This is an optimization exercise on Yosys and OpenROAD, whose aim is small area, a short achievable clock period and few clock cycles, not a production implementation.
Function was checked by simulation only, so behaviour that the tests miss may differ from the original.
Power is estimated from default activity; no workload was simulated.

**run.sh**
```bash
#!/bin/bash
# synth_recipe.tcl (not shown) runs the flow's synth.tcl, then flattens the netlist and writes it again
# the make line also repeats each setting of config.mk as NAME=value (left out here)
make -C /OpenROAD-flow-scripts/flow DESIGN_CONFIG=/design/flow/config.mk WORK_HOME=/design/flow/orfs CLKGATE_MAP_FILE= SYNTH_SCRIPT=/design/flow/synth_recipe.tcl finish
```
**config.mk**
```make
export PLATFORM = sky130hd
export DESIGN_NAME = sorted_set_engine
export DESIGN_NICKNAME = sorted_set_engine
export VERILOG_FILES = /design/flow/design.v
export SDC_FILE = /design/flow/constraint.sdc
export NUM_CORES = 4
export LEC_CHECK = 0
export CAP_MARGIN = 20
export CORE_MARGIN = 2
export CORE_UTILIZATION = 40
export PLACE_DENSITY = 0.5
export SETUP_SLACK_MARGIN = 3.0
export SLEW_MARGIN = 20
```
**constraint.sdc**
```tcl
create_clock -name core_clock -period 6.0 [get_ports {aclk}]
set_input_delay 1.2000 -clock core_clock [delete_from_list [all_inputs] [get_ports {aclk}]]
set_output_delay 1.2000 -clock core_clock [all_outputs]
set_load 0.01 [all_outputs]
```
**design.v**
```verilog
package sse_pkg;
    typedef enum logic [1:0] {
        OP_INSERT  = 2'd0,
        OP_DELETE  = 2'd1,
        OP_ASCEND  = 2'd2,
        OP_DESCEND = 2'd3
    } op_t;
    typedef enum logic [2:0] {
        ST_INSERTED  = 3'd0,
        ST_DUPLICATE = 3'd1,
        ST_FULL      = 3'd2,
        ST_DELETED   = 3'd3,
        ST_NOT_FOUND = 3'd4,
        ST_LISTED    = 3'd5,
        ST_EMPTY     = 3'd6
    } status_t;
    localparam int VALUE_W = 32;
endpackage
module sorted_set_engine #(
    parameter int CAPACITY = 32
) (
    input  logic        aclk,
    input  logic        aresetn,
    input  logic        s_tvalid,
    output logic        s_tready,
    input  logic [31:0] s_tdata,    
    input  logic [1:0]  s_tuser,    
    output logic        m_tvalid,
    input  logic        m_tready,
    output logic [31:0] m_tdata,    
    output logic [2:0]  m_tuser,    
    output logic        m_tlast
);
    localparam int N  = CAPACITY;
    localparam int W  = sse_pkg::VALUE_W;
    localparam int OW = $clog2(CAPACITY + 1);
    localparam int PW = $clog2(CAPACITY);
    localparam int NG = 4;           
    localparam int GS = N / NG;
    localparam int GW = $clog2(GS + 1);
    logic signed [W-1:0] slot_reg [N];
    logic [PW-1:0]       rank_reg [N];
    logic [N-1:0]        valid_reg;
    logic [N-1:0]        valid_next;
    logic [OW-1:0]       occ_reg;
    logic [OW-1:0]       occ_next;
    logic                c_valid;
    logic [1:0]          c_op;
    logic signed [W-1:0] c_val;
    logic [N-1:0]        c_lt_raw;   
    logic [N-1:0]        c_eq_raw;   
    logic                c_plt;      
    logic                c_peq;      
    logic [N-1:0]        c_pwr;      
    logic [PW-1:0]       c_pos;      
    logic [PW-1:0]       c_rem;      
    logic                rk_pend;    
    logic [N-1:0]        rk_step;    
    logic                rk_up;      
    logic                pr_valid;   
    logic [N-1:0]        pr_slot;
    logic [GW-1:0]       pr_cnt [NG];
    logic                o_valid;
    logic [W-1:0]        o_data;
    logic [2:0]          o_user;
    logic                o_last;
    logic                k_valid;
    logic [W-1:0]        k_data;
    logic [2:0]          k_user;
    logic                k_last;
    logic                rdy_reg;
    logic [N-1:0] c_lt;
    logic [N-1:0] c_eq;
    logic         c_dup;
    logic         full;
    logic         empty;
    logic         fire;
    logic         c_list;
    logic         c_ins;
    logic         do_ins;
    logic         do_del;
    logic         c_last;
    logic         c_done;
    logic         accept;
    for (genvar i = 0; i < N; i++) begin : g_mask
        assign c_lt[i] = valid_reg[i] && (c_pwr[i] ? c_plt : c_lt_raw[i]);
        assign c_eq[i] = valid_reg[i] && (c_pwr[i] ? c_peq : c_eq_raw[i]);
    end
    assign full   = (occ_reg == OW'(N));
    assign empty  = (occ_reg == '0);
    assign c_list = c_op[1];
    assign c_ins  = (c_op == sse_pkg::OP_INSERT);
    assign c_dup  = |c_eq;
    assign fire   = c_valid && !(o_valid && k_valid) && !(c_list && rk_pend);
    assign do_ins = fire && c_ins && !c_dup && !full;
    assign do_del = fire && (c_op == sse_pkg::OP_DELETE) && c_dup;
    assign c_last = !c_list || empty || (c_rem == '0);
    assign c_done = fire && c_last;
    assign accept = s_tvalid && rdy_reg;
    logic [N-1:0] free_1h;
    logic [N-1:0] wr;
    always_comb begin
        logic seen;
        seen = 1'b0;
        for (int i = 0; i < N; i++) begin
            free_1h[i] = !valid_reg[i] && !seen;
            seen       = seen || !valid_reg[i];
        end
    end
    assign wr = do_ins ? free_1h : '0;
    always_comb begin
        for (int i = 0; i < N; i++) begin
            valid_next[i] = (valid_reg[i] && !(do_del && c_eq[i])) || wr[i];
        end
    end
    always_comb begin
        occ_next = occ_reg;
        if (do_ins) begin
            occ_next = occ_reg + OW'(1);
        end else if (do_del) begin
            occ_next = occ_reg - OW'(1);
        end
    end
    logic [GW-1:0] grp_cnt [NG];
    for (genvar g = 0; g < NG; g++) begin : g_grp
        logic [1:0] s2 [4];
        logic [2:0] s3 [2];
        for (genvar k = 0; k < 4; k++) begin : g_s2
            assign s2[k] = {1'b0, c_lt[g*GS + 2*k]} + {1'b0, c_lt[g*GS + 2*k + 1]};
        end
        assign s3[0] = {1'b0, s2[0]} + {1'b0, s2[1]};
        assign s3[1] = {1'b0, s2[2]} + {1'b0, s2[3]};
        assign grp_cnt[g] = {1'b0, s3[0]} + {1'b0, s3[1]};
    end
    logic [PW-1:0] pr_sum;
    assign pr_sum = (PW'(pr_cnt[0]) + PW'(pr_cnt[1])) + (PW'(pr_cnt[2]) + PW'(pr_cnt[3]));
    logic [N-1:0] step_next;
    assign step_next = (do_ins || do_del) ? (~c_lt & (c_ins ? valid_reg : ~c_eq & valid_reg)) : '0;
    logic [W-1:0] rd_val;
    always_comb begin
        rd_val = '0;
        for (int i = 0; i < N; i++) begin
            if (valid_reg[i] && (rank_reg[i] == c_pos)) begin
                rd_val = rd_val | slot_reg[i];
            end
        end
    end
    logic [W-1:0] r_data;
    logic [2:0]   r_user;
    logic         r_last;
    always_comb begin
        r_data = c_val;
        r_last = 1'b1;
        if (c_list) begin
            if (empty) begin
                r_user = sse_pkg::ST_EMPTY;
            end else begin
                r_user = sse_pkg::ST_LISTED;
                r_data = rd_val;
                r_last = (c_rem == '0);
            end
        end else if (c_ins) begin
            if (c_dup) begin
                r_user = sse_pkg::ST_DUPLICATE;
            end else if (full) begin
                r_user = sse_pkg::ST_FULL;
            end else begin
                r_user = sse_pkg::ST_INSERTED;
            end
        end else begin
            r_user = c_dup ? sse_pkg::ST_DELETED : sse_pkg::ST_NOT_FOUND;
        end
    end
    logic [N-1:0] lt_raw;
    logic [N-1:0] eq_raw;
    logic         plt_raw;
    logic         peq_raw;
    logic signed [W-1:0] a_val;
    assign a_val = s_tdata;
    for (genvar i = 0; i < N; i++) begin : g_cmp
        assign lt_raw[i] = (slot_reg[i] < a_val);
        assign eq_raw[i] = (slot_reg[i] == a_val);
    end
    assign plt_raw = (c_val < a_val);
    assign peq_raw = (c_val == a_val);
    logic          c_valid_n;
    logic [1:0]    c_op_n;
    logic [PW-1:0] c_rem_n;
    logic          o_valid_n;
    logic          k_valid_n;
    logic          pop;
    logic          fire_n;
    logic          c_last_n;
    logic          rdy_n;
    logic [PW-1:0] occ_m1;
    assign pop    = o_valid && m_tready;
    assign occ_m1 = PW'(occ_next - OW'(1));
    always_comb begin
        c_valid_n = accept || (c_valid && !c_done);
        c_op_n    = accept ? s_tuser : c_op;
        c_rem_n   = accept ? occ_m1 : ((fire && c_list) ? c_rem - PW'(1) : c_rem);
        if (!o_valid) begin
            o_valid_n = fire;
            k_valid_n = 1'b0;
        end else if (!k_valid) begin
            o_valid_n = fire || !pop;
            k_valid_n = fire && !pop;
        end else begin
            o_valid_n = 1'b1;
            k_valid_n = !pop;
        end
        fire_n   = c_valid_n && !(o_valid_n && k_valid_n) && !(c_op_n[1] && (do_ins || do_del));
        c_last_n = !c_op_n[1] || (occ_next == '0) || (c_rem_n == '0);
        rdy_n    = !c_valid_n || (fire_n && c_last_n);
    end
    always_ff @(posedge aclk) begin
        for (int i = 0; i < N; i++) begin
            if (!valid_reg[i]) begin
                slot_reg[i] <= c_val;
            end
            if (pr_valid && pr_slot[i]) begin
                rank_reg[i] <= pr_sum;
            end else if (rk_step[i]) begin
                rank_reg[i] <= rk_up ? rank_reg[i] + PW'(1) : rank_reg[i] - PW'(1);
            end
        end
        if (accept) begin
            c_op     <= s_tuser;
            c_val    <= s_tdata;
            c_lt_raw <= lt_raw;
            c_eq_raw <= eq_raw;
            c_plt    <= plt_raw;
            c_peq    <= peq_raw;
            c_pwr    <= wr;
            c_pos    <= s_tuser[0] ? occ_m1 : '0;
        end else if (fire && c_list) begin
            c_pos <= c_op[0] ? c_pos - PW'(1) : c_pos + PW'(1);
        end
        c_rem   <= c_rem_n;
        rk_step <= step_next;
        rk_up   <= c_ins;
        pr_slot <= free_1h;
        for (int g = 0; g < NG; g++) begin
            pr_cnt[g] <= grp_cnt[g];
        end
        if (!o_valid || pop) begin
            if (k_valid) begin
                o_data <= k_data;
                o_user <= k_user;
                o_last <= k_last;
            end else begin
                o_data <= r_data;
                o_user <= r_user;
                o_last <= r_last;
            end
        end
        if (!k_valid) begin
            k_data <= r_data;
            k_user <= r_user;
            k_last <= r_last;
        end
    end
    always_ff @(posedge aclk) begin
        if (!aresetn) begin
            valid_reg <= '0;
            occ_reg   <= '0;
            c_valid   <= 1'b0;
            o_valid   <= 1'b0;
            k_valid   <= 1'b0;
            rk_pend   <= 1'b0;
            pr_valid  <= 1'b0;
            rdy_reg   <= 1'b1;
        end else begin
            valid_reg <= valid_next;
            occ_reg   <= occ_next;
            c_valid   <= c_valid_n;
            o_valid   <= o_valid_n;
            k_valid   <= k_valid_n;
            rk_pend   <= do_ins || do_del;
            pr_valid  <= do_ins;
            rdy_reg   <= rdy_n;
        end
    end
    assign s_tready = rdy_reg;
    assign m_tvalid = o_valid;
    assign m_tdata  = o_data;
    assign m_tuser  = o_user;
    assign m_tlast  = o_last;
endmodule
```
==> summary.txt, run 1 <==
Run status
  • Status: no timing/DRC/antenna violations

Clock tree
  • Worst-skew pair later-pin latency: 880 ps
  • H-tree depth: 4
  • # clock sinks: 1,523
  • Clock tree buffer depth: 3
  • Post-CTS Hold Buffers: 0
  • CTS tree: built
  • Root buf cell: clkbuf_16
  • Clock-pin slew on the worst setup and hold paths: 60 ps
  • CTS Buf Count: 180

Routing
  • Routed Antenna Nets: 0
  • Vias/cell: 6.65
  • Wire length per cell: 42.0 µm
  • Total number of vias: 71.5k
  • Residual DRC: 0
  • 1st-pass router iterations: 6
  • Routed wire length: 452,000 µm
  • Initial drt markers: 11.0k

GRT
  • Vias in the first global route: 66.8k
  • First-pass GRT wire length: 592,000 µm
  • Initial antenna violation count: 36
  • Grt total ovfl: 0
  • Largest net degree at the start of global routing: 77
  • GRT Overall Usage: 40.3%

Setup path
  • WS Path Type: flop to flop
  • CP arrival: 4610 ps
  • Critical path's top delay family: simple AND/OR/NAND/NOR gates
  • CP Cell Sequence: buf_4, clkbuf_16, mux2_4, a22oi_2, nand4_1, nor4_4, buf_6, nand2b_4, clkinvlp_4, buf_12, a21oi_4, a21oi_2, ha_4, or4b_4, a41o_1, nand4_1, a21oi_2, o31ai_2
  • CP startpoint kind: flop
  • Worst path slowest cell: or4b_4
  • Worst path depth: 18
  • Bufs and invs on worst path: 5
  • Reg2reg path depth: 18
  • Crit-path max FO: 16
  • Worst EP required: 6770 ps
  • Crit end category: flop
  • Max incr delay on CP: 470 ps

Floorplan
  • Initial core utilization: 40.2%
  • Die X: 466 µm
  • I/O pins: 76
  • Die Height: 466 µm
  • Core Footprint: 212,000 µm²
  • Die area: 217,000 µm²
  • FP Rows: 169

Synth
  • Synth top cells by count: edfxtp_1, ha_1, a21oi_1
  • Synth Area in Compound Gates: 13.9%
  • Top FF cell, synth: edfxtp_1
  • Mux cell area share after synthesis: 1.62%
  • Area leader, netlist: edfxtp_1
  • Post-synth EDFFs: 1,356
  • Synth unique cells: 65
  • Post-Syn Nets: 8,113
  • Cell Area, Synth: 85,200 µm²
  • Simple-Gate Fraction of Synth Area: 9.39%
  • Warning count from the yosys run: 13
  • Ys async rst share: 0%
  • Ranking of synthesized cells by area: edfxtp_1, ha_1, dfxtp_1, xnor2_1, a21oi_1
  • Xor-xnor portion of the synthesized cell area: 3.23%
  • Largest family of logic cells by synthesized area: adder cells
  • Synth Register Bits: 1,523
  • Syn Inst Count: 6,843
  • Mean Syn Cell Area: 12.5 µm²
  • Yosys top cell area share: 47.8%
  • Most common cell in the synthesized netlist: edfxtp_1
  • Adder-cell area share of the yosys netlist: 18.6%
  • Sequential-to-total area share from yosys stat: 51.7%

Place
  • Routability congestion estimate: 1.12
  • DP Wirelength: 288,000 µm
  • Count of buffers from port buffering: 75
  • Placed cell count: 9,836

Final layout
  • Area Overhead vs Synth: 31.8%
  • # nets final: 9,036
  • Register Area: 44,100 µm²
  • Fillcell total: 18.0k
  • Multi-input logic area: 46,600 µm²
  • Max reg flops: 1,024
  • Layout cells sized above 1: 29.0%
  • Final Non-Filler Cells: 10.8k

Timing
  • Fin Hold WS: 444 ps
  • RSZ-0062 raised after global routing: true
  • Fin. max-slew vios: 0
  • Final-report setup violation count: 0
  • Final hold vios: 0
  • Min cycle time layout: 3850 ps
  • Fmax: 0.260 GHz
  • Slew of the pin with the lowest slew margin: 1130 ps
  • Tcrit/Tclk final: 64.1%
  • Layout Skew: 56.5 ps
  • Rel. slew slack: 24.4%

Run
  • Max cap viols: 0

Min path
  • WHS Path Cells: 2
  • Worst hold path type: flop to flop

Pwr
  • Power Density: 264 nW/µm²
  • Peak supply drop: 0.000344 V
  • Leak: 44.7 nW
[tightest hold or removal path, stage by stage (launching register included)]
cell	delay, ps
dfxtp_1	300
nand2_1	60
o21ai_2	50
[final cells by class]
cell class,count,area share [%]
multi-input combinational,4974,41.5
sequential,1523,39.3
timing repair buffer,935,10.1
clock buffer,239,4.51
tap,2821,3.14
clock inverter,93,0.805
inverter,149,0.661
antenna,18,0.0401
timing repair inverter,3,0.0200
[report_power, final]
| part | internal [mW] | total [mW] | switching [mW] |
|---|---|---|---|
| Sequential | 12.3 | 13.0 | 0.703 |
| Combinational | 2.23 | 5.33 | 3.10 |
| Clock | 6.56 | 11.4 | 4.84 |
[metal layers]
metal / wire (µm) / GRT usage [%] / vias to the layer above
met4: 43100 / 30.8 / 18
met2: 186000 / 58.0 / 5572
met3: 56300 / 11.8 / 1479
met5: 127 / 0 / -
li1: - / - / 28800
met1: 166000 / 51.0 / 35600
[metrics by stage]
step | worst slack [ps] | utilization [%] | instance area [µm²] | TNS (ps) | power, mW
6_report | 2150 | 53.0 | 112000 | 0 | 29.7
5_1_grt | 1970 | 53.0 | 112000 | 0 | 30.4
4_1_cts | 2130 | 51.3 | 109000 | 0 | 29.2
3_5_place_dp | -227 | 43.6 | 92300 | -227 | 17.1
3_3_place_gp | -303 | 43.5 | 92200 | -321 | 17.1
2_1_floorplan | 2040 | - | 86100 | 0 | 15.2
[repair_timing]
| item | CTS | global route |
|---|---|---|
| cloned | 48 | 8 |
| pin swaps | 407 | 365 |
| resized for setup | 1320 | 479 |
| buffers inserted | 377 | 135 |
| endpoints found under the setup margin | 404 | 246 |
[placed cells by master (no fill, tap or decap), types with 182 or more instances in the layout]
cell type,n
buf_4,453
ha_1,1066
a21oi_1,223
a22oi_1,182
a21o_1,267
nand4_1,322
nand2_1,308
clkbuf_16,197
edfxtp_1,1356
xnor2_1,221
[kinds of logic after synthesis]
kind of cell / Yosys count
AO/OA/AOI/OAI: 1779
XOR/XNOR: 314
adder cells (fa/ha/maj): 1232
buffers and inverters: 346
flip-flops: 1523
multiplexers: 128
AND/OR/NAND/NOR: 1521
[worst paths after layout]
check	from	end	slack (ps)
hold reg to reg	k_data[1]$_DFF_P_	k_data[1]$_DFF_P_	440
setup reg to reg	c_peq$_DFFE_PP_	rdy_reg$_SDFF_PN1_	2150
hold / removal	k_data[1]$_DFF_P_	k_data[1]$_DFF_P_	440
setup / recovery	c_peq$_DFFE_PP_	rdy_reg$_SDFF_PN1_	2150
Testbench counts, summed over its fixed seeds: cycles 12,248.
==> run 2, diff against run 1 <==
--- a/design.v
+++ b/design.v
@@ -185,18 +185,17 @@
     assign peq_raw = (c_val == a_val);
     logic          c_valid_n;
-    logic [1:0]    c_op_n;
     logic [PW-1:0] c_rem_n;
     logic          o_valid_n;
     logic          k_valid_n;
     logic          pop;
-    logic          fire_n;
-    logic          c_last_n;
     logic          rdy_n;
     logic [PW-1:0] occ_m1;
-    assign pop    = o_valid && m_tready;
-    assign occ_m1 = PW'(occ_next - OW'(1));
+    logic          q_full_n;
+    logic          occ_le1;
+    assign pop     = o_valid && m_tready;
+    assign occ_m1  = do_ins ? PW'(occ_reg) : (do_del ? PW'(occ_reg - OW'(2)) : PW'(occ_reg - OW'(1)));
+    assign occ_le1 = (occ_reg <= OW'(1));
     always_comb begin
         c_valid_n = accept || (c_valid && !c_done);
-        c_op_n    = accept ? s_tuser : c_op;
         c_rem_n   = accept ? occ_m1 : ((fire && c_list) ? c_rem - PW'(1) : c_rem);
         if (!o_valid) begin
@@ -210,7 +209,12 @@
             k_valid_n = !pop;
         end
-        fire_n   = c_valid_n && !(o_valid_n && k_valid_n) && !(c_op_n[1] && (do_ins || do_del));
-        c_last_n = !c_op_n[1] || (occ_next == '0) || (c_rem_n == '0);
-        rdy_n    = !c_valid_n || (fire_n && c_last_n);
+        q_full_n = o_valid_n && k_valid_n;
+        if (accept) begin
+            rdy_n = !q_full_n && (!s_tuser[1] || (!(do_ins || do_del) && occ_le1));
+        end else if (c_valid && !c_done) begin
+            rdy_n = !q_full_n && (!c_list || empty || (c_rem_n == '0));
+        end else begin
+            rdy_n = 1'b1;
+        end
     end
     always_ff @(posedge aclk) begin
==> run 2 against run 1 <==
  * Setup slack gained 270 ps
  * Worst hold slack is essentially flat
  * Clock skew shrank 15 ps
  * Count of clock-buffer cells in the layout grew 1
  * Critical path depth shrank 2
==> summary.txt, run 2 <==
Pwr
  • Power Density: 270 nW/µm² (was 264 nW/µm²)
  • Power Total: 30.9 mW (was 29.7 mW)
  • Leak: 45.7 nW (was 44.7 nW)
  • Peak supply drop: 0.000338 V (was 0.000344 V)

Timing
  • Slew of the pin with the lowest slew margin: 1190 ps (was 1130 ps)
  • Tcrit/Tclk final: 59.6% (was 64.1%)
  • Setup slack after layout: 2420 ps (was 2150 ps)
  • Fin Hold WS: 444 ps (about the same)
  • Setup_tns: 0 ps (unchanged)
  • Final hold vios: 0 (unchanged)
  • RSZ-0062 raised after global routing: true (unchanged)
  • Rel. slew slack: 20.6% (was 24.4%)
  • Final-report setup violation count: 0 (unchanged)
  • Fin. max-slew vios: 0 (unchanged)
  • Min cycle time layout: 3580 ps (was 3850 ps)
  • Layout Skew: 41.3 ps (was 56.5 ps)
  • Fmax: 0.280 GHz (was 0.260 GHz)

Synth
  • Mean Syn Cell Area: 12.6 µm² (was 12.5 µm²)
  • Cell Area, Synth: 85,400 µm² (was 85,200 µm²)
  • Most common cell in the synthesized netlist: edfxtp_1 (unchanged)
  • Mux cell area share after synthesis: 1.66% (was 1.62%)
  • Post-synth EDFFs: 1,357 (was 1,356)
  • Sequential-to-total area share from yosys stat: 51.6% (was 51.7%)
  • Synth Area in Compound Gates: 14.1% (was 13.9%)
  • Adder-cell area share of the yosys netlist: 18.6% (about the same)
  • Ys async rst share: 0% (unchanged)
  • Simple-Gate Fraction of Synth Area: 9.24% (was 9.39%)
  • Post-Syn Nets: 8,064 (was 8,113)
  • Synth unique cells: 74 (was 65)
  • Yosys top cell area share: 47.7% (was 47.8%)
  • Synth top cells by count: edfxtp_1, ha_1, a21oi_1 (unchanged)
  • Top FF cell, synth: edfxtp_1 (unchanged)
  • Synth Register Bits: 1,523 (unchanged)
  • Area leader, netlist: edfxtp_1 (unchanged)
  • Ranking of synthesized cells by area: edfxtp_1, ha_1, dfxtp_1, a21o_1, nand4_1 (was edfxtp_1, ha_1, dfxtp_1, xnor2_1, a21oi_1)
  • Warning count from the yosys run: 13 (unchanged)
  • Largest family of logic cells by synthesized area: adder cells (unchanged)
  • Xor-xnor portion of the synthesized cell area: 3.20% (was 3.23%)
  • Syn Inst Count: 6,791 (was 6,843)

GRT
  • GRT Overall Usage: 43.0% (was 40.3%)
  • First-pass GRT wire length: 624,000 µm (was 592,000 µm)
  • Largest net degree at the start of global routing: 90 (was 77)
  • Vias in the first global route: 68.1k (was 66.8k)
  • Initial antenna violation count: 33 (was 36)
  • Grt total ovfl: 0 (unchanged)

Clock tree
  • Post-CTS Hold Buffers: 0 (unchanged)
  • Clock tree buffer depth: 3 (unchanged)
  • CTS Buf Count: 181 (was 180)
  • CTS tree: built (unchanged)
  • Worst-skew pair later-pin latency: 880 ps (about the same)
  • # clock sinks: 1,523 (unchanged)
  • Root buf cell: clkbuf_16 (unchanged)
  • H-tree depth: 4 (unchanged)
  • Clock-pin slew on the worst setup and hold paths: 60 ps (about the same)

Routing
  • Total number of vias: 72.2k (was 71.5k)
  • Detail Route met2 WL: 202,000 µm (was 186,000 µm)
  • Highest Signal Layer: met5 (unchanged)
  • Wire length per cell: 44.6 µm (was 42.0 µm)
  • 1st-pass router iterations: 9 (was 6)
  • Residual DRC: 0 (unchanged)
  • Routed wire length: 483,000 µm (was 452,000 µm)
  • Vias/cell: 6.67 (was 6.65)
  • Initial drt markers: 10.7k (was 11.0k)
  • Routed Antenna Nets: 0 (unchanged)
  • WL met3: 51,500 µm (was 56,300 µm)
  • Met1 wire length: 177,000 µm (was 166,000 µm)

Place
  • DP Wirelength: 311,000 µm (was 288,000 µm)
  • Count of buffers from port buffering: 75 (unchanged)
  • Setup slack at placement: -126 ps (was -227 ps)
  • Dpl cell area: 93,000 µm² (was 92,300 µm²)
  • Routability congestion estimate: 1.02 (was 1.12)

Final layout
  • Layout cells sized above 1: 30.8% (was 29.0%)
  • # nets final: 9,100 (was 9,036)
  • Area Overhead vs Synth: 34.2% (was 31.8%)
  • Commonest non-fill, non-tap cell in the layout: edfxtp_1 (unchanged)
  • Design area: 115,000 µm² (was 112,000 µm²)
  • Max reg flops: 1,024 (unchanged)
  • Most frequent cells in the layout: edfxtp_1, ha_1, buf_4 (unchanged)

Setup path
  • Max incr delay on CP: 420 ps (was 470 ps)
  • Worst EP required: 6610 ps (was 6770 ps)
  • CP arrival: 4190 ps (was 4610 ps)
  • Bufs and invs on worst path: 6 (was 5)
  • Critical path's top delay family: simple AND/OR/NAND/NOR gates (unchanged)
  • CP Cell Sequence: buf_2, clkinvlp_4, buf_12, buf_4, buf_4, ha_1, nand2_1, nor3_4, nand2_2, nor3_4, buf_4, a221oi_1, o21ai_0, nor3_2, o31ai_4, mux2i_1 (was buf_4, clkbuf_16, mux2_4, a22oi_2, nand4_1, nor4_4, buf_6, nand2b_4, clkinvlp_4, buf_12, a21oi_4, a21oi_2, ha_4, or4b_4, a41o_1, nand4_1, a21oi_2, o31ai_2)
  • Crit path top cell by count: buf_4
  • Crit-path max FO: 6 (was 16)
  • WS Path Type: input port to flop (was flop to flop)
  • CP startpoint kind: input port (was flop)
  • Worst path slowest cell: a221oi_1 (was or4b_4)
  • Crit end category: flop (unchanged)

Run status
  • Status: no timing/DRC/antenna violations (unchanged)

Floorplan
  • Die X: 466 µm (about the same)
  • I/O pins: 76 (unchanged)
  • Die area: 217,000 µm² (about the same)
  • FP Rows: 169 (unchanged)
  • Initial core utilization: 40.3% (was 40.2%)
  • Core Footprint: 212,000 µm² (about the same)
  • Die Height: 466 µm (about the same)

Min path
  • Worst hold path type: flop to flop (unchanged)

Run
  • Max cap viols: 0 (unchanged)
run 2: final timing paths:
path	startpoint	endpoint	slack, ps	depth (start not counted)
setup / recovery	s_tdata[30]	c_lt_raw[31]$_DFFE_PP_	2420	16
hold / removal	k_data[19]$_DFF_P_	k_data[19]$_DFF_P_	440	2
setup reg to reg	c_pos[2]$_DFFE_PP_	o_data[0]$_DFFE_PP_	2510	12
hold reg to reg	k_data[19]$_DFF_P_	k_data[19]$_DFF_P_	440	2
run 2: cell type report:
| type | count | area (µm²) |
|---|---|---|
| flip-flops and latches | 1523 | 44100 |
| diodes | 15 | 37.5 |
| fillers | 17700 | 97500 |
| well taps | 2821 | 3530 |
| clock inverters | 99 | 1110 |
| multi-input cells | 4933 | 47700 |
| inverters | 138 | 687 |
| repair buffers | 1048 | 12300 |
| repair inverters | 2 | 15.0 |
| clock buffers | 240 | 5050 |
run 2: power by group:
part	leakage, nW	switching, mW	internal [mW]
combinational	27.2	3.51	2.53
sequential	15.4	0.783	12.3
clock	3.05	5.04	6.74
total	45.7	9.34	21.6
run 2: cells by family (layout without fill, tap and decap cells):
group                    after synthesis  after routing
adder cells (fa/ha/maj)             1235           1235
other                                  0             15
AND/OR/NAND/NOR                     1521           1521
AO/OA/AOI/OAI                       1735           1736
XOR/XNOR                             312            312
flip-flops                          1523           1523
multiplexers                         129            129
buffers and inverters                336           1527
run 2: per-stage QoR:
| step | instances | utilization, % |
|---|---|---|
| after global routing | 10800 | 54.0 |
| final | 10800 | 54.0 |
| after CTS | 10600 | 52.3 |
| after floorplan | 6791 | - |
| after detailed placement | 9798 | 43.9 |
| after global placement | 9797 | 43.8 |
run 2: metal layers:
layer / GRT usage [%] / vias up
li1: - / 29000
met1: 53.0 / 36200
met2: 62.6 / 5319
met3: 10.8 / 1583
met4: 37.4 / 18
met5: 0 / -
run 2: timing repair:
action / 4_1_cts / 5_1_grt
endpoints found under the setup margin: 359 / 279
gates resized for setup: 1359 / 391
cloned: 53 / 8
pin swaps: 445 / 365
buffers inserted: 442 / 163
run 2: worst min-delay path: cells and delay by family (launching register included):
kind,cells,cell delay (ps)
flops,1,300
compound gates,1,50
simple gates,1,60
Testbench counts of run 2, summed over its fixed seeds: cycles 12,248.
==> run 3, diff against run 2 <==
--- a/design.v
+++ b/design.v
@@ -45,4 +45,7 @@
     logic [OW-1:0]       occ_reg;
     logic [OW-1:0]       occ_next;
+    logic                a_valid;
+    logic [1:0]          a_op;
+    logic signed [W-1:0] a_val;
     logic                c_valid;
     logic [1:0]          c_op;
@@ -59,4 +62,5 @@
     logic                rk_up;      
     logic                pr_valid;   
+    logic                pr_valid2;  
     logic [N-1:0]        pr_slot;
     logic [GW-1:0]       pr_cnt [NG];
@@ -83,4 +87,5 @@
     logic         c_done;
     logic         accept;
+    logic         a_move;
     for (genvar i = 0; i < N; i++) begin : g_mask
         assign c_lt[i] = valid_reg[i] && (c_pwr[i] ? c_plt : c_lt_raw[i]);
@@ -92,5 +97,5 @@
     assign c_ins  = (c_op == sse_pkg::OP_INSERT);
     assign c_dup  = |c_eq;
-    assign fire   = c_valid && !(o_valid && k_valid) && !(c_list && rk_pend);
+    assign fire   = c_valid && !(o_valid && k_valid) && !(c_list && (rk_pend || pr_valid2));
     assign do_ins = fire && c_ins && !c_dup && !full;
     assign do_del = fire && (c_op == sse_pkg::OP_DELETE) && c_dup;
@@ -98,4 +103,5 @@
     assign c_done = fire && c_last;
     assign accept = s_tvalid && rdy_reg;
+    assign a_move = a_valid && (!c_valid || c_done);
     logic [N-1:0] free_1h;
     logic [N-1:0] wr;
@@ -135,11 +141,21 @@
     logic [PW-1:0] pr_sum;
     assign pr_sum = (PW'(pr_cnt[0]) + PW'(pr_cnt[1])) + (PW'(pr_cnt[2]) + PW'(pr_cnt[3]));
+    logic [PW-1:0] rank_step [N];
+    logic [PW-1:0] rank_next [N];
+    always_comb begin
+        for (int i = 0; i < N; i++) begin
+            rank_step[i] = rk_step[i] ? (rk_up ? rank_reg[i] + PW'(1) : rank_reg[i] - PW'(1))
+                                      : rank_reg[i];
+            rank_next[i] = (pr_valid && pr_slot[i]) ? pr_sum : rank_step[i];
+        end
+    end
     logic [N-1:0] step_next;
     assign step_next = (do_ins || do_del) ? (~c_lt & (c_ins ? valid_reg : ~c_eq & valid_reg)) : '0;
+    logic [N-1:0] rd_sel;
     logic [W-1:0] rd_val;
     always_comb begin
         rd_val = '0;
         for (int i = 0; i < N; i++) begin
-            if (valid_reg[i] && (rank_reg[i] == c_pos)) begin
+            if (rd_sel[i]) begin
                 rd_val = rd_val | slot_reg[i];
             end
@@ -176,6 +192,4 @@
     logic         plt_raw;
     logic         peq_raw;
-    logic signed [W-1:0] a_val;
-    assign a_val = s_tdata;
     for (genvar i = 0; i < N; i++) begin : g_cmp
         assign lt_raw[i] = (slot_reg[i] < a_val);
@@ -184,6 +198,10 @@
     assign plt_raw = (c_val < a_val);
     assign peq_raw = (c_val == a_val);
+    logic          a_valid_n;
     logic          c_valid_n;
+    logic          c_free_n;
     logic [PW-1:0] c_rem_n;
+    logic [PW-1:0] c_pos_n;
+    logic [PW-1:0] c_pos_f;    
     logic          o_valid_n;
     logic          k_valid_n;
@@ -197,6 +215,17 @@
     assign occ_le1 = (occ_reg <= OW'(1));
     always_comb begin
-        c_valid_n = accept || (c_valid && !c_done);
-        c_rem_n   = accept ? occ_m1 : ((fire && c_list) ? c_rem - PW'(1) : c_rem);
+        a_valid_n = accept || (a_valid && !a_move);
+        c_valid_n = a_move || (c_valid && !c_done);
+        c_rem_n   = a_move ? occ_m1 : ((fire && c_list) ? c_rem - PW'(1) : c_rem);
+        if (a_move) begin
+            c_pos_n = a_op[0] ? occ_m1 : '0;
+            c_pos_f = a_op[0] ? PW'(occ_reg - OW'(1)) : '0;
+        end else if (fire && c_list) begin
+            c_pos_n = c_op[0] ? c_pos - PW'(1) : c_pos + PW'(1);
+            c_pos_f = c_pos_n;
+        end else begin
+            c_pos_n = c_pos;
+            c_pos_f = c_pos;
+        end
         if (!o_valid) begin
             o_valid_n = fire;
@@ -210,11 +239,12 @@
         end
         q_full_n = o_valid_n && k_valid_n;
-        if (accept) begin
-            rdy_n = !q_full_n && (!s_tuser[1] || (!(do_ins || do_del) && occ_le1));
+        if (a_move) begin
+            c_free_n = !q_full_n && (!a_op[1] || (!(do_ins || do_del) && !pr_valid && occ_le1));
         end else if (c_valid && !c_done) begin
-            rdy_n = !q_full_n && (!c_list || empty || (c_rem_n == '0));
+            c_free_n = !q_full_n && (!c_list || ((empty || (c_rem_n == '0)) && !pr_valid));
         end else begin
-            rdy_n = 1'b1;
+            c_free_n = 1'b1;
         end
+        rdy_n = !a_valid_n || c_free_n;
     end
     always_ff @(posedge aclk) begin
@@ -223,13 +253,15 @@
                 slot_reg[i] <= c_val;
             end
-            if (pr_valid && pr_slot[i]) begin
-                rank_reg[i] <= pr_sum;
-            end else if (rk_step[i]) begin
-                rank_reg[i] <= rk_up ? rank_reg[i] + PW'(1) : rank_reg[i] - PW'(1);
-            end
+            rank_reg[i] <= rank_next[i];
+            rd_sel[i]   <= valid_reg[i] && (rank_step[i] == c_pos_f);
         end
+        c_pos <= c_pos_n;
         if (accept) begin
-            c_op     <= s_tuser;
-            c_val    <= s_tdata;
+            a_op  <= s_tuser;
+            a_val <= s_tdata;
+        end
+        if (a_move) begin
+            c_op     <= a_op;
+            c_val    <= a_val;
             c_lt_raw <= lt_raw;
             c_eq_raw <= eq_raw;
@@ -237,7 +269,4 @@
             c_peq    <= peq_raw;
             c_pwr    <= wr;
-            c_pos    <= s_tuser[0] ? occ_m1 : '0;
-        end else if (fire && c_list) begin
-            c_pos <= c_op[0] ? c_pos - PW'(1) : c_pos + PW'(1);
         end
         c_rem   <= c_rem_n;
@@ -269,4 +298,5 @@
             valid_reg <= '0;
             occ_reg   <= '0;
+            a_valid   <= 1'b0;
             c_valid   <= 1'b0;
             o_valid   <= 1'b0;
@@ -274,8 +304,10 @@
             rk_pend   <= 1'b0;
             pr_valid  <= 1'b0;
+            pr_valid2 <= 1'b0;
             rdy_reg   <= 1'b1;
         end else begin
             valid_reg <= valid_next;
             occ_reg   <= occ_next;
+            a_valid   <= a_valid_n;
             c_valid   <= c_valid_n;
             o_valid   <= o_valid_n;
@@ -283,4 +315,5 @@
             rk_pend   <= do_ins || do_del;
             pr_valid  <= do_ins;
+            pr_valid2 <= pr_valid;
             rdy_reg   <= rdy_n;
         end
==> run 3 against run 2 <==
  * Still clean
  * First-iteration DRC count increased by 6.5%
  * Core utilization decreased by 4.2 points
  * Total power decreased by 2.4%
  * Global-route usage decreased by 4.9 points
  * Clock skew increased by 8.9 ps
  * Final area decreased by 5.6%
  * Critical endpoint is now c_lt_raw[18]$_DFFE_PP_
  * Largest power group unchanged
==> summary.txt, run 3 <==
Run status
  • Status: no timing/DRC/antenna violations (unchanged)

Final layout
  • Multi-input logic area: 46,000 µm² (was 47,700 µm²)
  • Layout cells sized above 1: 20.6% (was 30.8%)
  • Fillcell total: 18.9k (was 17.7k)
  • Commonest non-fill, non-tap cell in the layout: edfxtp_1 (unchanged)
  • Final Non-Filler Cells: 10.9k (was 10.8k)
  • Most frequent cells in the layout: edfxtp_1, ha_1, buf_4 (unchanged)
  • End-of-flow core utilization: 49.8% (was 54.0%)
  • Area Overhead vs Synth: 23.7% (was 34.2%)
  • # nets final: 9,159 (was 9,100)
  • Max reg flops: 1,024 (unchanged)
  • Register Area: 44,200 µm² (was 44,100 µm²)
  • Design area: 108,000 µm² (was 115,000 µm²)

Timing
  • RSZ-0062 raised after global routing: true (unchanged)
  • Fin. max-slew vios: 0 (unchanged)
  • Final-report setup violation count: 0 (unchanged)
  • Layout Skew: 50.2 ps (was 41.3 ps)
  • Slew of the pin with the lowest slew margin: 1240 ps (was 1190 ps)
  • Final hold vios: 0 (unchanged)
  • Min cycle time layout: 3450 ps (was 3580 ps)
  • Setup_tns: 0 ps (unchanged)
  • Fmax: 0.290 GHz (was 0.280 GHz)
  • Setup slack after layout: 2550 ps (was 2420 ps)
  • Rel. slew slack: 17.3% (was 20.6%)
  • Fin Hold WS: 452 ps (was 444 ps)
  • Tcrit/Tclk final: 57.6% (was 59.6%)

Floorplan
  • Die Height: 472 µm (was 466 µm)
  • I/O pins: 76 (unchanged)
  • Core Footprint: 217,000 µm² (was 212,000 µm²)
  • Die X: 472 µm (was 466 µm)
  • Initial core utilization: 40.3% (about the same)
  • FP Rows: 171 (was 169)
  • Die area: 222,000 µm² (was 217,000 µm²)

Synth
  • Syn Inst Count: 7,253 (was 6,791)
  • Ys async rst share: 0% (unchanged)
  • Post-Syn Nets: 8,526 (was 8,064)
  • Warning count from the yosys run: 15 (was 13)
  • Synth Register Bits: 1,591 (was 1,523)
  • Synth top cells by count: edfxtp_1, ha_1, a21oi_1 (unchanged)
  • Adder-cell area share of the yosys netlist: 18.2% (was 18.6%)
  • Xor-xnor portion of the synthesized cell area: 3.64% (was 3.20%)
  • Mean Syn Cell Area: 12.1 µm² (was 12.6 µm²)
  • Area leader, netlist: edfxtp_1 (unchanged)
  • Top FF cell, synth: edfxtp_1 (unchanged)
  • Mux cell area share after synthesis: 2.38% (was 1.66%)
  • Ranking of synthesized cells by area: edfxtp_1, ha_1, dfxtp_1, a22oi_1, xnor2_1 (was edfxtp_1, ha_1, dfxtp_1, a21o_1, nand4_1)
  • Yosys top cell area share: 42.1% (was 47.7%)
  • Cell Area, Synth: 87,500 µm² (was 85,400 µm²)
  • Synth unique cells: 78 (was 74)
  • Synth Area in Compound Gates: 14.0% (was 14.1%)
  • Sequential-to-total area share from yosys stat: 50.4% (was 51.6%)
  • Most common cell in the synthesized netlist: edfxtp_1 (unchanged)
  • Largest family of logic cells by synthesized area: adder cells (unchanged)
  • Simple-Gate Fraction of Synth Area: 9.26% (was 9.24%)
  • Post-synth EDFFs: 1,226 (was 1,357)

GRT
  • Vias in the first global route: 67.1k (was 68.1k)
  • Largest net degree at the start of global routing: 52 (was 90)
  • Initial antenna violation count: 35 (was 33)
  • GRT Overall Usage: 38.1% (was 43.0%)
  • Grt total ovfl: 0 (unchanged)
  • First-pass GRT wire length: 579,000 µm (was 624,000 µm)

Setup path
  • Reg2reg path depth: 13 (was 12)
  • Crit end category: flop (unchanged)
  • Worst EP required: 6620 ps (was 6610 ps)
  • CP startpoint kind: flop (was input port)
  • CP arrival: 4070 ps (was 4190 ps)
  • Crit-path max FO: 7 (was 6)
  • WS Path Type: flop to flop (was input port to flop)

Clock tree
  • Worst-skew pair later-pin latency: 900 ps (was 880 ps)
  • Root buf cell: clkbuf_16 (unchanged)
  • CTS Buf Count: 189 (was 181)
  • CTS tree: built (unchanged)
  • H-tree depth: 4 (unchanged)
  • # clock sinks: 1,591 (was 1,523)
  • Clock-pin slew on the worst setup and hold paths: 60 ps (about the same)
  • Clock tree buffer depth: 3 (unchanged)

Routing
  • Total number of vias: 71.9k (was 72.2k)
  • Routed wire length: 442,000 µm (was 483,000 µm)
  • Vias/cell: 6.58 (was 6.67)
  • Initial drt markers: 11.4k (was 10.7k)
  • 1st-pass router iterations: 6 (was 9)
  • Wire length per cell: 40.5 µm (was 44.6 µm)
  • Routed Antenna Nets: 0 (unchanged)
  • Residual DRC: 0 (unchanged)

Pwr
  • Switching power share of the total: 28.7% (was 30.2%)
  • Net Sw Power: 8.67 mW (was 9.34 mW)
  • Combinational power share: 16.8% (was 19.5%)
  • Power Total: 30.2 mW (was 30.9 mW)
  • Flop pwr share: 42.7% (was 42.4%)
  • P_int: 21.5 mW (was 21.6 mW)
  • Clk pwr share: 40.5% (was 38.1%)
  • Peak supply drop: 0.000289 V (was 0.000338 V)
  • Leak: 42.6 nW (was 45.7 nW)
  • Power Density: 279 nW/µm² (was 270 nW/µm²)

Place
  • Placed cell count: 10.2k (was 9,798)
  • Count of buffers from port buffering: 75 (unchanged)
  • DP Wirelength: 303,000 µm (was 311,000 µm)
  • Dpl cell area: 93,000 µm² (about the same)
  • Setup slack at placement: 970 ps (was -126 ps)
  • Routability congestion estimate: 1.04 (was 1.02)

Min path
  • WHS Path Cells: 0 (was 2)
  • Worst hold path type: flop to flop (unchanged)

Run
  • Max cap viols: 0 (unchanged)
-- run 3: power groups by stage --
stage	Sequential (mW)	Clock, mW	Combinational [mW]
global placement	13.1	0	3.77
CTS	12.9	12.3	4.46
detailed placement	13.1	0	3.81
global route	12.9	12.7	5.31
finish	12.9	12.2	5.06
floorplan	12.9	0	2.26
-- run 3: cell families after synthesis --
group | Yosys count
mux | 202
simple gates | 1554
xor+xnor | 364
compound gates | 1841
buf+inv | 466
fa+ha+maj | 1235
flops | 1591
-- run 3: path summary, 6_finish.rpt --
check                       from  slack, ps                     end
min reg2reg  a_val[18]$_DFFE_PP_        450     c_val[18]$_DFFE_PP_
min          a_val[18]$_DFFE_PP_        450     c_val[18]$_DFFE_PP_
max reg2reg  a_val[27]$_DFFE_PP_       2550  c_lt_raw[18]$_DFFE_PP_
max          a_val[27]$_DFFE_PP_       2550  c_lt_raw[18]$_DFFE_PP_
-- run 3: worst max-delay path, cell delays in order (launching register included) --
cell and delay (ps):
edfxtp_1 390, clkinvlp_4 240, buf_12 210, buf_12 140
ha_1 320, nand4_1 270, nor2_1 190, nand4_1 250
nor4_4 200, buf_4 190, nand3_2 200, a21oi_4 330
or4b_4 190, o21ai_1 50
-- run 3: what timing repair did --
action                                  CTS  global route
cloned                                   15            18
endpoints found under the setup margin  392           232
hold buffers                              0             0
pin swaps                               223           314
gates resized for setup                 623           435
setup buffers                           204           138
-- run 3: cell type report --
class / count / area share, %
multi-input combinational: 5197 / 42.5
sequential: 1591 / 40.9
timing repair buffer: 663 / 6.20
clock buffer: 264 / 4.91
tap: 2854 / 3.30
clock inverter: 95 / 1.11
inverter: 238 / 1.02
timing repair inverter: 6 / 0.0463
antenna: 18 / 0.0416
-- run 3: per-layer routing --
metal	wire [µm]	up-vias	global-route usage, %
met4	32800	26	23.1
met3	57600	1163	11.7
met5	223	-	0.195
met1	173000	36100	51.1
li1	-	29400	-
met2	178000	5201	53.6
Testbench counts of run 3, summed over its fixed seeds: cycles 12,374.
==> run 4, diff against run 3 <==
--- a/config.mk
+++ b/config.mk
@@ -10,4 +10,4 @@
 export CORE_UTILIZATION = 40
 export PLACE_DENSITY = 0.5
-export SETUP_SLACK_MARGIN = 3.0
+export SETUP_SLACK_MARGIN = 2.5
 export SLEW_MARGIN = 20
==> run 4 against run 3 <==
  * Still clean
  * Final area down 5.4%
  * Total power down 3.3%
  * Non-clock buffer count down 201
  * Final cell count down 2.1%
  * Clock power about the same
  * Critical path type unchanged
  * Critical endpoint is now c_eq_raw[12]$_DFFE_PP_
  * Largest power group unchanged
==> summary.txt, run 4 <==
Min path
  • Worst hold path type: flop to flop (unchanged)
  • Hold Startpoint: a_val[14]$_DFFE_PP_ (was a_val[18]$_DFFE_PP_)
  • WHS Endpoint: c_val[14]$_DFFE_PP_ (was c_val[18]$_DFFE_PP_)
  • WHS Path Cells: 0 (unchanged)

Timing
  • Slew of the pin with the lowest slew margin: 1350 ps (was 1240 ps)
  • RSZ-0062 raised after global routing: true (unchanged)
  • Final hold vios: 0 (unchanged)
  • Setup_tns: 0 ps (unchanged)
  • Min cycle time layout: 3730 ps (was 3450 ps)
  • Fin. max-slew vios: 0 (unchanged)
  • Fmax: 0.268 GHz (was 0.290 GHz)
  • Rel. slew slack: 9.44% (was 17.3%)
  • Final-report setup violation count: 0 (unchanged)
  • Tcrit/Tclk final: 62.1% (was 57.6%)
  • Layout Skew: 36.0 ps (was 50.2 ps)

Clock tree
  • Clock tree buffer depth: 3 (unchanged)
  • # clock sinks: 1,591 (unchanged)
  • H-tree depth: 4 (unchanged)
  • CTS tree: built (unchanged)
  • CTS Buf Count: 186 (was 189)
  • Clock-pin slew on the worst setup and hold paths: 60 ps (about the same)
  • Root buf cell: clkbuf_16 (unchanged)
  • Worst-skew pair later-pin latency: 880 ps (was 900 ps)

Synth
  • Yosys top cell area share: 42.1% (unchanged)
  • Post-synth EDFFs: 1,226 (unchanged)
  • Area leader, netlist: edfxtp_1 (unchanged)
  • Mean Syn Cell Area: 12.1 µm² (unchanged)
  • Synth top cells by count: edfxtp_1, ha_1, a21oi_1 (unchanged)
  • Post-Syn Nets: 8,526 (unchanged)
  • Top FF cell, synth: edfxtp_1 (unchanged)
  • Sequential-to-total area share from yosys stat: 50.4% (unchanged)
  • Ys async rst share: 0% (unchanged)
  • Synth unique cells: 78 (unchanged)
  • Syn Inst Count: 7,253 (unchanged)
  • Cell Area, Synth: 87,500 µm² (unchanged)
  • Synth Register Bits: 1,591 (unchanged)
  • Warning count from the yosys run: 15 (unchanged)
  • Most common cell in the synthesized netlist: edfxtp_1 (unchanged)
  • Ranking of synthesized cells by area: edfxtp_1, ha_1, dfxtp_1, a22oi_1, xnor2_1 (unchanged)

Routing
  • 1st-pass router iterations: 8 (was 6)
  • Initial drt markers: 11.3k (was 11.4k)
  • Vias/cell: 6.55 (was 6.58)
  • Residual DRC: 0 (unchanged)
  • Total number of vias: 70.0k (was 71.9k)
  • Routed wire length: 435,000 µm (was 442,000 µm)
  • Wire length per cell: 40.7 µm (was 40.5 µm)
  • Routed Antenna Nets: 0 (unchanged)

Final layout
  • Multi-input logic area: 43,100 µm² (was 46,000 µm²)
  • Max reg flops: 1,024 (unchanged)
  • Register Area: 44,200 µm² (about the same)
  • Fillcell total: 19.5k (was 18.9k)
  • Area Overhead vs Synth: 17.0% (was 23.7%)
  • Commonest non-fill, non-tap cell in the layout: edfxtp_1 (unchanged)
  • # nets final: 8,951 (was 9,159)
  • End-of-flow core utilization: 47.1% (was 49.8%)
  • Most frequent cells in the layout: edfxtp_1, ha_1, a21oi_1 (was edfxtp_1, ha_1, buf_4)
  • Layout cells sized above 1: 13.8% (was 20.6%)

Setup path
  • Worst EP required: 6610 ps (was 6620 ps)
  • Max incr delay on CP: 910 ps (was 390 ps)
  • Crit path top cell by count: nand2_1
  • Beginning of the worst register-to-register path: a_val[31]$_DFFE_PP_ (was a_val[27]$_DFFE_PP_)
  • Reg2Reg Capture Point: c_eq_raw[12]$_DFFE_PP_ (was c_lt_raw[18]$_DFFE_PP_)
  • Worst path slowest cell: nor3_2 (was edfxtp_1)
  • R2R Setup Slk: 2270 ps (was 2550 ps)
  • Bufs and invs on worst path: 2 (was 4)
  • CP startpoint kind: flop (unchanged)
  • WS Path Type: flop to flop (unchanged)
  • Crit end category: flop (unchanged)
  • CP arrival: 4340 ps (was 4070 ps)
  • CP Cell Sequence: clkinvlp_4, buf_12, ha_1, and4_1, nand2_1, nor3_2, nand2_1, nor3_1 (was clkinvlp_4, buf_12, buf_12, ha_1, nand4_1, nor2_1, nand4_1, nor4_4, buf_4, nand3_2, a21oi_4, or4b_4, o21ai_1)
  • Crit-path max FO: 16 (was 7)
  • Critical path's top delay family: simple AND/OR/NAND/NOR gates (unchanged)
  • Reg2reg path depth: 8 (was 13)

GRT
  • First-pass GRT wire length: 578,000 µm (was 579,000 µm)
  • GRT Overall Usage: 38.1% (about the same)
  • Top Usage Layer GRT: met2 (unchanged)
  • Met1 GRT Util: 52.0% (was 51.1%)
  • Grt total ovfl: 0 (unchanged)
  • M3 GR Usage: 10.2% (was 11.7%)
  • Vias in the first global route: 65.7k (was 67.1k)
  • Global-route met2 utilization: 54.6% (was 53.6%)
  • Largest net degree at the start of global routing: 85 (was 52)
  • Initial antenna violation count: 32 (was 35)

Floorplan
  • I/O pins: 76 (unchanged)
  • FP Rows: 171 (unchanged)
  • Core Footprint: 217,000 µm² (unchanged)
  • Initial core utilization: 40.3% (unchanged)
  • Die X: 472 µm (unchanged)
  • Die Height: 472 µm (unchanged)
  • Die area: 222,000 µm² (unchanged)

Pwr
  • Leak: 40.7 nW (was 42.6 nW)
  • Peak supply drop: 0.000302 V (was 0.000289 V)
  • Power Density: 286 nW/µm² (was 279 nW/µm²)

Place
  • Count of buffers from port buffering: 75 (unchanged)
  • DP Wirelength: 312,000 µm (was 303,000 µm)
  • Routability congestion estimate: 1.06 (was 1.04)

Run
  • Max cap viols: 0 (unchanged)

Run status
  • Status: no timing/DRC/antenna violations (unchanged)
[run 4: cell counts after synthesis]
No cell type changed its count.
[run 4: cell type report]
| cell class | count | share of cell area, % |
|---|---|---|
| sequential | 1591 | 43.2 |
| timing repair buffer | 462 | 4.02 |
| multi-input combinational | 5197 | 42.1 |
| clock buffer | 257 | 5.18 |
| antenna | 8 | 0.0196 |
| timing repair inverter | 2 | 0.0196 |
| inverter | 238 | 1.01 |
| clock inverter | 90 | 0.990 |
| tap | 2854 | 3.49 |
[run 4: kinds of logic after synthesis]
group | synth area share [%]
compound gates | 14.0
xor+xnor | 3.64
fa+ha+maj | 18.2
buf+inv | 2.09
flops | 50.4
mux | 2.38
simple gates | 9.26
[run 4: report_power, final]
| part | internal (mW) | switching [mW] | total (mW) | leakage (nW) |
|---|---|---|---|---|
| registers | 12.4 | 0.501 | 12.9 | 15.8 |
| clock network | 6.92 | 5.07 | 12.0 | 3.10 |
| logic | 1.65 | 2.69 | 4.34 | 21.8 |
| total | 21.0 | 8.26 | 29.2 | 40.7 |
[run 4: stage by stage]
stage                     instance area (µm²)  setup slack, ps  std cells  hold slack [ps]  total power, mW
after detailed placement                93100              928      10200              433             16.9
after CTS                              101000             2420      10600              447             28.9
after floorplan                         87600             2500       7253              423             15.1
final                                  102000             2270      10700              443             29.2
after global placement                  93000              103      10200              432             16.9
after global routing                   102000             2370      10700              443             30.0
[run 4: worst register-to-register path, stage by stage (launching register included)]
cell and delay [ps]:
edfxtp_1 390, clkinvlp_4 190, buf_12 210, ha_1 350
and4_1 540, nand2_1 130, nor3_2 910, nand2_1 260
nor3_1 470
[run 4: how the worst max path moves through the flow]
stage	start	endpoint	slack, ps	cells past startpoint
after floorplan	valid_reg[27]$_SDFF_PN0_	pr_cnt[3][2]$_DFF_P_	2500	11
after global placement	a_val[31]$_DFFE_PP_	c_lt_raw[6]$_DFFE_PP_	100	10
after detailed placement	a_val[27]$_DFFE_PP_	c_lt_raw[19]$_DFFE_PP_	930	10
after CTS	a_val[27]$_DFFE_PP_	c_lt_raw[18]$_DFFE_PP_	2420	11
after global routing	a_val[27]$_DFFE_PP_	c_lt_raw[18]$_DFFE_PP_	2370	12
final	a_val[31]$_DFFE_PP_	c_eq_raw[12]$_DFFE_PP_	2270	8
[run 4: metal layers]
metal / vias up / share of wire (%)
met4: 16 / 6.8
met1: 35300 / 40
li1: 29000 / -
met2: 4741 / 41
met3: 1054 / 12
met5: - / 0.060
[run 4: timing repair]
item | in CTS | in global routing
resized for setup | 219 | 146
endpoints found under the hold margin | 0 | 0
pin swaps | 43 | 76
gates cloned | 3 | 3
setup buffers | 61 | 79
hold buffers | 0 | 0
endpoints found under the setup margin | 221 | 87
==> run 5, diff against run 4 <==
--- a/config.mk
+++ b/config.mk
@@ -8,6 +8,6 @@
 export CAP_MARGIN = 20
 export CORE_MARGIN = 2
-export CORE_UTILIZATION = 40
-export PLACE_DENSITY = 0.5
-export SETUP_SLACK_MARGIN = 2.5
+export CORE_UTILIZATION = 45
+export PLACE_DENSITY = 0.55
+export SETUP_SLACK_MARGIN = 3.0
 export SLEW_MARGIN = 20
==> run 5 against run 4 <==
  * Critical path depth is 4 higher
  * Clock skew is 12 ps higher
  * Routed wire length is 0.44% lower
  * Die area is 11% lower
  * Total power is 2.4% higher
  * Final area is 5.2% higher
  * Global-route usage is 4.3 points higher
  * Clock power hardly changed
  * Synthesized cell count stayed put
  * Sequential power hardly changed
  * Synthesized area stayed put
  * Critical endpoint is now pr_cnt[2][2]$_DFF_P_
  * Largest power group unchanged
==> summary.txt, run 5 <==
Synth
  • Area leader, netlist: edfxtp_1 (unchanged)
  • Synth Area in Compound Gates: 14.0% (unchanged)
  • Syn Inst Count: 7,253 (unchanged)
  • Warning count from the yosys run: 15 (unchanged)
  • Adder-cell area share of the yosys netlist: 18.2% (unchanged)
  • Post-Syn Nets: 8,526 (unchanged)
  • Most common cell in the synthesized netlist: edfxtp_1 (unchanged)
  • Xor-xnor portion of the synthesized cell area: 3.64% (unchanged)
  • Ys async rst share: 0% (unchanged)
  • Largest family of logic cells by synthesized area: adder cells (unchanged)
  • Ranking of synthesized cells by area: edfxtp_1, ha_1, dfxtp_1, a22oi_1, xnor2_1 (unchanged)
  • Cell Area, Synth: 87,500 µm² (unchanged)
  • Yosys top cell area share: 42.1% (unchanged)
  • Synth Register Bits: 1,591 (unchanged)
  • Synth unique cells: 78 (unchanged)
  • Mux cell area share after synthesis: 2.38% (unchanged)
  • Simple-Gate Fraction of Synth Area: 9.26% (unchanged)
  • Top FF cell, synth: edfxtp_1 (unchanged)
  • Synth top cells by count: edfxtp_1, ha_1, a21oi_1 (unchanged)
  • Sequential-to-total area share from yosys stat: 50.4% (unchanged)
  • Mean Syn Cell Area: 12.1 µm² (unchanged)
  • Post-synth EDFFs: 1,226 (unchanged)

Place
  • Setup slack at placement: 908 ps (was 928 ps)
  • Routability congestion estimate: 1.06 (about the same)
  • Placed cell count: 9,843 (was 10.2k)
  • Dpl cell area: 92,500 µm² (was 93,100 µm²)
  • Count of buffers from port buffering: 75 (unchanged)
  • DP Wirelength: 297,000 µm (was 312,000 µm)

Clock tree
  • Worst-skew pair later-pin latency: 860 ps (was 880 ps)
  • Clock-pin slew on the worst setup and hold paths: 60 ps (about the same)
  • CTS Buf Count: 182 (was 186)
  • Post-CTS Hold Buffers: 0 (unchanged)
  • # clock sinks: 1,591 (unchanged)
  • CTS tree: built (unchanged)
  • Clock tree buffer depth: 3 (unchanged)
  • H-tree depth: 4 (unchanged)
  • Root buf cell: clkbuf_16 (unchanged)

Final layout
  • Commonest non-fill, non-tap cell in the layout: edfxtp_1 (unchanged)
  • Area Overhead vs Synth: 23.1% (was 17.0%)
  • # nets final: 9,162 (was 8,951)
  • Design area: 108,000 µm² (was 102,000 µm²)
  • Layout cells sized above 1: 20.4% (was 13.8%)
  • Most frequent cells in the layout: edfxtp_1, ha_1, a21oi_1 (unchanged)
  • Fillcell total: 16.1k (was 19.5k)
  • Max reg flops: 1,024 (unchanged)
  • Final Non-Filler Cells: 10.6k (was 10.7k)

Timing
  • Final hold vios: 0 (unchanged)
  • Layout Skew: 48.2 ps (was 36.0 ps)
  • Rel. slew slack: 20.0% (was 9.44%)
  • RSZ-0062 raised after global routing: true (unchanged)
  • Fmax: 0.297 GHz (was 0.268 GHz)
  • Slew of the pin with the lowest slew margin: 1200 ps (was 1350 ps)
  • Min cycle time layout: 3360 ps (was 3730 ps)
  • Fin. max-slew vios: 0 (unchanged)
  • Setup slack after layout: 2640 ps (was 2270 ps)
  • Tcrit/Tclk final: 56.0% (was 62.1%)
  • Setup_tns: 0 ps (unchanged)
  • Final-report setup violation count: 0 (unchanged)

Setup path
  • Critical path's top delay family: adder cells (was simple AND/OR/NAND/NOR gates)
  • CP startpoint kind: flop (unchanged)
  • Crit end category: flop (unchanged)
  • CP Cell Sequence: buf_6, buf_12, mux2i_4, nor2_4, fa_1, inv_1, fa_1, fa_1, inv_1, ha_2, fa_2, xor2_1 (was clkinvlp_4, buf_12, ha_1, and4_1, nand2_1, nor3_2, nand2_1, nor3_1)
  • Worst EP required: 6730 ps (was 6610 ps)
  • Worst path slowest cell: fa_1 (was nor3_2)
  • Reg2Reg Capture Point: pr_cnt[2][2]$_DFF_P_ (was c_eq_raw[12]$_DFFE_PP_)
  • Reg2reg path depth: 12 (was 8)
  • R2R Setup Slk: 2640 ps (was 2270 ps)
  • Crit path top cell by count: fa_1 (was nand2_1)
  • Max incr delay on CP: 550 ps (was 910 ps)
  • Crit-path max FO: 8 (was 16)
  • CP arrival: 4100 ps (was 4340 ps)
  • Beginning of the worst register-to-register path: c_plt$_DFFE_PP_ (was a_val[31]$_DFFE_PP_)
  • Bufs and invs on worst path: 4 (was 2)
  • WS Path Type: flop to flop (unchanged)

Floorplan
  • Die area: 198,000 µm² (was 222,000 µm²)
  • Core Footprint: 193,000 µm² (was 217,000 µm²)
  • Die X: 445 µm (was 472 µm)
  • FP Rows: 161 (was 171)
  • Initial core utilization: 45.4% (was 40.3%)
  • I/O pins: 76 (unchanged)
  • Die Height: 445 µm (was 472 µm)

Min path
  • WHS Path Cells: 0 (unchanged)
  • Worst hold path type: flop to flop (unchanged)
  • WHS Endpoint: c_val[15]$_DFFE_PP_ (was c_val[14]$_DFFE_PP_)
  • Hold Startpoint: a_val[15]$_DFFE_PP_ (was a_val[14]$_DFFE_PP_)

Run
  • Max cap viols: 0 (unchanged)

Routing
  • Wire length per cell: 40.9 µm (was 40.7 µm)
  • Residual DRC: 0 (unchanged)
  • Initial drt markers: 12.3k (was 11.3k)
  • Routed wire length: 433,000 µm (was 435,000 µm)
  • Vias/cell: 6.85 (was 6.55)
  • Total number of vias: 72.5k (was 70.0k)
  • 1st-pass router iterations: 8 (unchanged)
  • Routed Antenna Nets: 0 (unchanged)

GRT
  • First-pass GRT wire length: 573,000 µm (was 578,000 µm)
  • Initial antenna violation count: 29 (was 32)
  • Largest net degree at the start of global routing: 63 (was 85)
  • Grt total ovfl: 0 (unchanged)
  • Vias in the first global route: 67.1k (was 65.7k)
  • GRT Overall Usage: 42.4% (was 38.1%)

Run status
  • Status: no timing/DRC/antenna violations (unchanged)

Pwr
  • Power Density: 278 nW/µm² (was 286 nW/µm²)
  • Peak supply drop: 0.000240 V (was 0.000302 V)
  • Leak: 42.8 nW (was 40.7 nW)
run 5: worst max-delay path by stage:
stage	to	cells after the start	from
detailed placement	c_lt_raw[23]$_DFFE_PP_	11	a_val[28]$_DFFE_PP_
finish	pr_cnt[2][2]$_DFF_P_	12	c_plt$_DFFE_PP_
floorplan	pr_cnt[3][2]$_DFF_P_	11	valid_reg[27]$_SDFF_PN0_
global route	pr_cnt[3][2]$_DFF_P_	12	c_plt$_DFFE_PP_
CTS	c_lt_raw[23]$_DFFE_PP_	12	a_val[9]$_DFFE_PP_
global placement	c_lt_raw[3]$_DFFE_PP_	10	a_val[28]$_DFFE_PP_
run 5: cell families after synthesis:
| logic type | after synthesis |
|---|---|
| flip-flops | 1591 |
| AND/OR/NAND/NOR | 1554 |
| AO/OA/AOI/OAI | 1841 |
| multiplexers | 202 |
| buffers and inverters | 466 |
| adder cells (fa/ha/maj) | 1235 |
| XOR/XNOR | 364 |
run 5: routing by layer:
metal	wire length [µm]	GRT usage (%)
met1	167000	57.6
met2	171000	57.8
met3	62100	13.7
met4	33300	26.9
met5	143	0
run 5: repair_timing:
item | 4_1_cts | 5_1_grt
pin swaps | 186 | 274
endpoints found under the setup margin | 391 | 268
buffers inserted | 198 | 157
gates resized for setup | 613 | 488
gates cloned | 24 | 8
run 5: power breakdown:
part	switching (mW)	internal (mW)	total (mW)	leakage (nW)
logic	3.00	2.12	5.12	24.0
registers	0.505	12.4	12.9	15.8
clock network	4.97	6.93	11.9	3.06
run 5: through the flow:
step / hold WS, ps / util (%) / power, mW
3_5_place_dp: 432 / 48.0 / 16.8
3_3_place_gp: 431 / 47.9 / 16.8
6_report: 433 / 55.8 / 29.9
5_1_grt: 457 / 55.8 / 30.6
4_1_cts: 441 / 53.9 / 29.2
2_1_floorplan: 423 / - / 15.1
run 5: area by class of cell:
cell class                      instances  area, µm²  share of cell area, %
Multi-Input combinational cell       5197      45900                   42.6
Sequential cell                      1591      44200                   41.1
Timing Repair Buffer                  671       7030                   6.53
Clock buffer                          245       5110                   4.75
Tap cell                             2526       3160                   2.94
Clock inverter                         97       1130                   1.05
Inverter                              238       1020                  0.948
Timing Repair inverter                  8       66.3                 0.0616
Antenna cell                           17       42.5                 0.0395

==> re-timing with driven ports <==
The flow's constraints put no driver on any port. The routed layouts listed below were extracted and timed again, unchanged, in two steps. Step 1 sets driving cells, clkbuf_16 on the clock port and buf_2 on the other inputs (assumed; they add their load-dependent delay and slew). Step 2 adds t to the input delays and takes it off the output delays; t is the mean of the earliest and latest rising clock arrival at the registers after step 1. Input paths then give back, and output paths get back, about the clock's delay inside the block. a / b / c = no drivers / after step 1 / after step 2; a / b = the first two.
run | t (ns) | slack for setup (ns) | clock arrival spread, ns | cell pins on the clock port's net
run 1 | 0.943 | 2.152 / 2.152 / 1.685 | 0.058 / 0.057 | 1
run 2 | 0.959 | 2.424 / 2.472 / 1.513 | 0.046 / 0.046 | 1
run 3 | 0.974 | 2.547 / 2.547 / 2.547 | 0.051 / 0.051 | 1
run 4 | 0.959 | 2.271 / 2.271 / 2.271 | 0.042 / 0.042 | 1
run 5 | 0.932 | 2.637 / 2.637 / 2.637 | 0.060 / 0.060 | 1
After both steps setup and hold are still met in every run listed. For run 2, which loses most, drivers alone change the setup slack by +0.048 ns; drivers and shift together by -0.911 ns.
